Source: an optimization exercise on an open RTL-to-GDS flow (aim: small area). Production flows keep margins and buffers that such runs may drop.
In this exercise RTL edits were held to simulation tests only and were not proved equivalent to the original.

==> design/flow/design.v <==
module lif_neuron_grid #(
  parameter int WIDTH    = 8,
  parameter int LAYERS   = 3,
  parameter int WEIGHT_W = 4,
  parameter int THR_W    = 6,
  parameter int ACC_W    = 8,
  parameter int REFRAC   = 2
) (
  input  logic             clk,
  input  logic             rst_n,
  input  logic             tick,
  input  logic [WIDTH-1:0] spike_in,
  input  logic             cfg_en,
  input  logic             cfg_data,
  output logic             cfg_out,
  output logic [WIDTH-1:0] spike_out,
  output logic             spike_valid
);
  localparam int CFG_W = 3*WEIGHT_W + THR_W + 2;
  localparam int N     = LAYERS*WIDTH;
  localparam int CHAIN = N*CFG_W;
  localparam int REF_W = (REFRAC > 0) ? $clog2(REFRAC + 1) : 1;
  localparam int EXT_W = ACC_W + 2;
  localparam logic signed [EXT_W-1:0] V_MAX = EXT_W'((2**(ACC_W-1)) - 1);
  localparam logic signed [EXT_W-1:0] V_MIN = EXT_W'(-(2**(ACC_W-1)));
  logic [CHAIN-1:0]     chain_q, chain_d;
  logic [N*ACC_W-1:0]   v_q, v_d, nv;
  logic [N*REF_W-1:0]   ref_q, ref_d, nref;
  logic [N-1:0]         spk_q, spk_d, nspk;
  logic                 spike_valid_q, spike_valid_d;
  genvar gl, gc;
  generate
    for (gl = 0; gl < LAYERS; gl++) begin : g_layer
      logic [WIDTH-1:0] src;
      if (gl == 0) begin : g_src_in
        assign src = spike_in;
      end else begin : g_src_prev
        assign src = spk_q[(gl-1)*WIDTH +: WIDTH];
      end
      for (gc = 0; gc < WIDTH; gc++) begin : g_col
        localparam int NI = gl*WIDTH + gc;
        logic [CFG_W-1:0]           cfg;
        logic signed [WEIGHT_W-1:0] w_l, w_c, w_r;
        logic [THR_W-1:0]           thr;
        logic [1:0]                 leak;
        logic                       tap_l, tap_c, tap_r;
        logic signed [EXT_W-1:0]    sum, v_ext, v_raw;
        logic signed [ACC_W-1:0]    v_cur, v_sat, thr_ext;
        logic [REF_W-1:0]           ref_cur;
        logic                       in_ref, fire;
        assign cfg  = chain_q[NI*CFG_W +: CFG_W];
        assign w_l  = cfg[0 +: WEIGHT_W];
        assign w_c  = cfg[WEIGHT_W +: WEIGHT_W];
        assign w_r  = cfg[2*WEIGHT_W +: WEIGHT_W];
        assign thr  = cfg[3*WEIGHT_W +: THR_W];
        assign leak = cfg[3*WEIGHT_W + THR_W +: 2];
        if (gc == 0) begin : g_no_left
          assign tap_l = 1'b0;
        end else begin : g_left
          assign tap_l = src[gc-1];
        end
        if (gc == WIDTH-1) begin : g_no_right
          assign tap_r = 1'b0;
        end else begin : g_right
          assign tap_r = src[gc+1];
        end
        assign tap_c = src[gc];
        assign sum = (tap_l ? EXT_W'(w_l) : {EXT_W{1'b0}})
                   + (tap_c ? EXT_W'(w_c) : {EXT_W{1'b0}})
                   + (tap_r ? EXT_W'(w_r) : {EXT_W{1'b0}});
        assign v_cur   = v_q[NI*ACC_W +: ACC_W];
        assign ref_cur = ref_q[NI*REF_W +: REF_W];
        assign v_ext   = EXT_W'(v_cur);
        assign v_raw   = v_ext - (v_ext >>> leak) + sum;
        assign v_sat   = (v_raw > V_MAX) ? V_MAX[ACC_W-1:0] :
                         (v_raw < V_MIN) ? V_MIN[ACC_W-1:0] : v_raw[ACC_W-1:0];
        assign thr_ext = ACC_W'(thr);
        assign in_ref = (ref_cur != '0);
        assign fire   = (thr != '0) && (v_sat >= thr_ext);
        assign nspk[NI]                = !in_ref && fire;
        assign nv[NI*ACC_W +: ACC_W]   = (in_ref || fire) ? '0 : v_sat;
        assign nref[NI*REF_W +: REF_W] = in_ref ? (ref_cur - REF_W'(1)) :
                                         (fire ? REF_W'(REFRAC) : '0);
      end
    end
  endgenerate
  always_comb begin
    chain_d       = chain_q;
    v_d           = v_q;
    ref_d         = ref_q;
    spk_d         = spk_q;
    spike_valid_d = 1'b0;
    if (cfg_en) begin
      chain_d = {cfg_data, chain_q[CHAIN-1:1]};
      v_d     = '0;
      ref_d   = '0;
      spk_d   = '0;
    end else if (tick) begin
      v_d           = nv;
      ref_d         = nref;
      spk_d         = nspk;
      spike_valid_d = 1'b1;
    end
  end
  always_ff @(posedge clk or negedge rst_n) begin
    if (!rst_n) begin
      chain_q       <= '0;
      v_q           <= '0;
      ref_q         <= '0;
      spk_q         <= '0;
      spike_valid_q <= 1'b0;
    end else begin
      chain_q       <= chain_d;
      v_q           <= v_d;
      ref_q         <= ref_d;
      spk_q         <= spk_d;
      spike_valid_q <= spike_valid_d;
    end
  end
  assign cfg_out     = chain_q[0];
  assign spike_out   = spk_q[N-1 -: WIDTH];
  assign spike_valid = spike_valid_q;
endmodule
==> design/flow/run.sh <==
#!/bin/bash
# synth_recipe.tcl (not shown) runs the flow's synth.tcl, then flattens the netlist and writes it again
# the make line also repeats each setting of config.mk as NAME=value (left out here)
make -C /OpenROAD-flow-scripts/flow DESIGN_CONFIG=/design/flow/config.mk WORK_HOME=/design/flow/orfs CLKGATE_MAP_FILE= SYNTH_SCRIPT=/design/flow/synth_recipe.tcl finish
==> design/flow/config.mk <==
export PLATFORM = sky130hd
export DESIGN_NAME = lif_neuron_grid
export DESIGN_NICKNAME = lif_neuron_grid
export VERILOG_FILES = /design/flow/design.v
export SDC_FILE = /design/flow/constraint.sdc
export NUM_CORES = 4
export LEC_CHECK = 0
export CAP_MARGIN = 20
export CORE_MARGIN = 2
export CORE_UTILIZATION = 40
export SLEW_MARGIN = 20
==> design/flow/constraint.sdc <==
create_clock -name core_clock -period 7.5 [get_ports {clk}]
set_input_delay 1.5000 -clock core_clock [delete_from_list [all_inputs] [get_ports {clk}]]
set_output_delay 1.5000 -clock core_clock [all_outputs]
set_load 0.01 [all_outputs]
==> run notes <==
[layout by cell type, fill, tap and decap left out, types with 96 or more instances in the layout]
master and n:
o21ai_0 388, xnor2_1 96, fa_1 480, a21oi_1 252
and2_1 121, mux2_2 388, a21o_1 136, dfrtp_1 743
ha_1 425, mux4_2 114, inv_1 978, nand2_1 478
nor2_1 159
[repair_timing]
action                     in CTS  in global routing
setup endpoints to repair       0                 25
gates resized for setup         0                  7
buffers inserted                0                  0
[logic make-up after synthesis]
kind of cell	count (synthesis)	share of synthesized area [%]
mux	565	12.5
buf+inv	1163	7.24
fa+ha+maj	905	24.7
flops	745	30.9
simple gates	1073	8.49
xor+xnor	183	2.66
compound gates	1253	13.4
[tightest hold or removal path, delay by kind of cell (launching register included)]
| kind | cells | cell delay (ns) |
|---|---|---|
| AO/OA/AOI/OAI | 1 | 0.06 |
| flip-flops | 1 | 0.34 |
| AND/OR/NAND/NOR | 1 | 0.05 |
[final cells by class]
| cell class | count | area (µm²) | share of cell area (%) |
|---|---|---|---|
| Multi-Input combinational cell | 3979 | 37300 | 56.7 |
| Sequential cell | 745 | 18600 | 28.3 |
| Inverter | 979 | 3670 | 5.58 |
| Tap cell | 2016 | 2520 | 3.83 |
| Clock buffer | 124 | 2520 | 3.82 |
| Timing Repair Buffer | 82 | 763 | 1.16 |
| Clock inverter | 34 | 354 | 0.538 |
[metrics by stage]
stage	instances	utilization [%]	hold slack (ns)
finish	7959	43.9	0.479
CTS	7959	43.9	0.484
global placement	7801	42.0	0.459
floorplan	5887	-	0.450
global route	7959	43.9	0.505
detailed placement	7801	42.0	0.467
[flip-flops by register name (all words and copies together) (netlist names)]
signal / count
spk_q: 24
chain_q: 480
spike_valid_q: 1
v_q: 192
ref_q: 48
[metal layers]
layer  GRT usage, %  share of wire, %  wire [µm]
met4           4.25               1.9       2370
met3           1.85               2.9       3640
met2           28.1                47      60100
met1           24.1                48      60500
met5              0                 0          0
[how the worst max path moves through the flow]
stage            startpoint         to  slack, ns  depth (start not counted)
5_1_grt        chain_q[218]    v_q[81]     0.0006                         23
3_3_place_gp    spike_in[1]    v_q[17]       0.02                         23
4_1_cts        chain_q[218]  ref_q[21]       0.27                         23
6_report       chain_q[198]    v_q[76]       0.48                         23
3_5_place_dp    spike_in[1]    v_q[19]      -0.15                         23
2_1_floorplan   spike_in[1]    v_q[16]       0.51                         23
==> results_dict.tcl <==
set metrics [dict create \
    status "complete, no violations" \
    area_growth_pct 9.11 \
    hold_start "chain_q[216]" \
    layout-drive-gt1-share_pct 12.7 \
    cp_top_family "adder cells" \
    die_y_um 392 \
    hold_class "flip-flop to flip-flop" \
    setup_violations 0 \
    setup_tns_ns 0 \
    synth_edf_count 0 \
    synthFlopType "dfrtp_1" \
    clock_skew_ns 0.0369 \
    drv_cap 0 \
    vias 41400 \
    fp.dieArea_um2 154000 \
    cts_tree "done" \
    syn_nets 6805 \
    drtIter0Drc 2270 \
    dpl.hpwl_um 94600 \
    fmax_mhz 142 \
    grt_pass1_vias 42600 \
    grt-ovfl-total 0 \
    grt_pass1_wl_um 219000 \
    num_antenna_cells 0 \
    synthCells 5887 \
    worst_r2r_endpoint "v_q[76]" \
    place_ws_ns -0.149 \
    min_period_ns 7.02 \
    slowest_delay_ns 0.55 \
    worst_slew_pin_slew_ns 1.00 \
    finalHoldViolCount 0 \
    yosysWarnings 1 \
    drv_slew 0 \
    row_count 142 \
    slew_headroom_pct 33.3 \
    io_pins 23 \
    cp-end-kind "flip-flop" \
    rsz0062_at_grt "no" \
    place_congestion 0.848 \
    reg2reg_slack_ns 0.48 \
    start_util_pct 40.3 \
    cp_slowest_cell "mux4_2" \
    viasPerCell 5.20 \
    crit_required_ns 8.08 \
    dpl_cell_area_um2 62900 \
    finalWorstSetupSlack_ns 0.476 \
    critPathBufInv 3 \
    whs_endpoint "chain_q[215]" \
    fillCellCount 14300 \
    crit_top_cell "fa_1" \
    fp.dieW_um 392 \
    dr.pass1.iters 5 \
    synthTopCellsByArea "dfrtp_1 31%, fa_1 16%, ha_1 8.8%, mux2_2 7.2%, inv_1 6.1%" \
    clk_pin_slew_ns 0.06 \
    synth_cell_types 79 \
    fin_nets 6792 \
    cts.path.max_buffers 3 \
    cts-htree-levels 3 \
    grt_max_degree 183 \
    async_flop_share_pct 100 \
    synth-seq-cells 745 \
    start_kind "flip-flop" \
    drc 0 \
    antenna_found_initial 1 \
    cts_sinks 745 \
    hold_depth 2 \
    io_buffer_count 22 \
    netlist_top_cells_count "979 x inv_1, 745 x dfrtp_1, 480 x fa_1, 479 x nand2_1, 425 x ha_1" \
    path_cells "mux4_2 -> inv_1 -> fa_1 -> fa_1 -> inv_1 -> fa_1 -> inv_1 -> ha_1 -> fa_1 -> a21o_1 -> and3_1 -> o21ai_0 -> o311a_1 -> o311a_1 -> nor2_1 -> or2_2 -> ha_1 -> nand2b_1 -> a2111oi_0 -> o21ai_0 -> o311a_1 -> or3_1 -> o21ai_0" \
    synth_top_cell_area_share_pct 30.9 \
    finalCritPeriodShare_pct 93.7 \
    critPathArrivalTime_ns 7.60 \
    postSynthAreaPerCell_um2 10.2 \
    insertion_delay_ns 0.70 \
    rr_worst_depth 23 \
    wl_per_cell_um 15.9 \
    synth.largest_area_cell "dfrtp_1" \
    timing.rr.start "chain_q[198]" \
    core_um2 150000 \
    ctsHoldBuffers 0 \
    netlist_area_um2 60300 \
    critical_path_class "flip-flop to flip-flop" \
    synthMostInstantiatedCell "inv_1" \
    gr-usage-all-layers_pct 17.1 \
    fin_area_um2 65800 \
    routed_wl_um 127000 \
    ys_seq_area_share_pct 30.9 \
    cts_root_buffer "clkbuf_16" \
    ant_nets 0 \
    path_max_fanout 9 \
    cts_buffers 87 \
]

==> port drivers added, routing unchanged <==
Ports are ideal in the flow. The routed layout listed here was re-timed in OpenROAD. Step 1 (the two cells are an assumption about what drives the block):
set clk [get_ports {clk}]
set_driving_cell -lib_cell sky130_fd_sc_hd__clkbuf_16 $clk
set_driving_cell -lib_cell sky130_fd_sc_hd__buf_2 [delete_from_list [all_inputs] $clk]
Step 2 adds t to the input delays and takes it off the output delays; t is the mean of the earliest and latest rising clock arrival at the registers after step 1. Input paths then give back, and output paths get back, about the clock's delay inside the block. a / b / c = no drivers / after step 1 / after step 2; a / b = the first two.
t, ns: 0.750
setup WS [ns]: 0.476 / 0.476 / -0.186
worst slew at a driven data input, ns: 0.06
With both steps, setup timing fails in this run, where it was met with ideal ports. For this run, drivers alone change the setup slack by 0.000 ns; drivers and shift together by -0.662 ns.
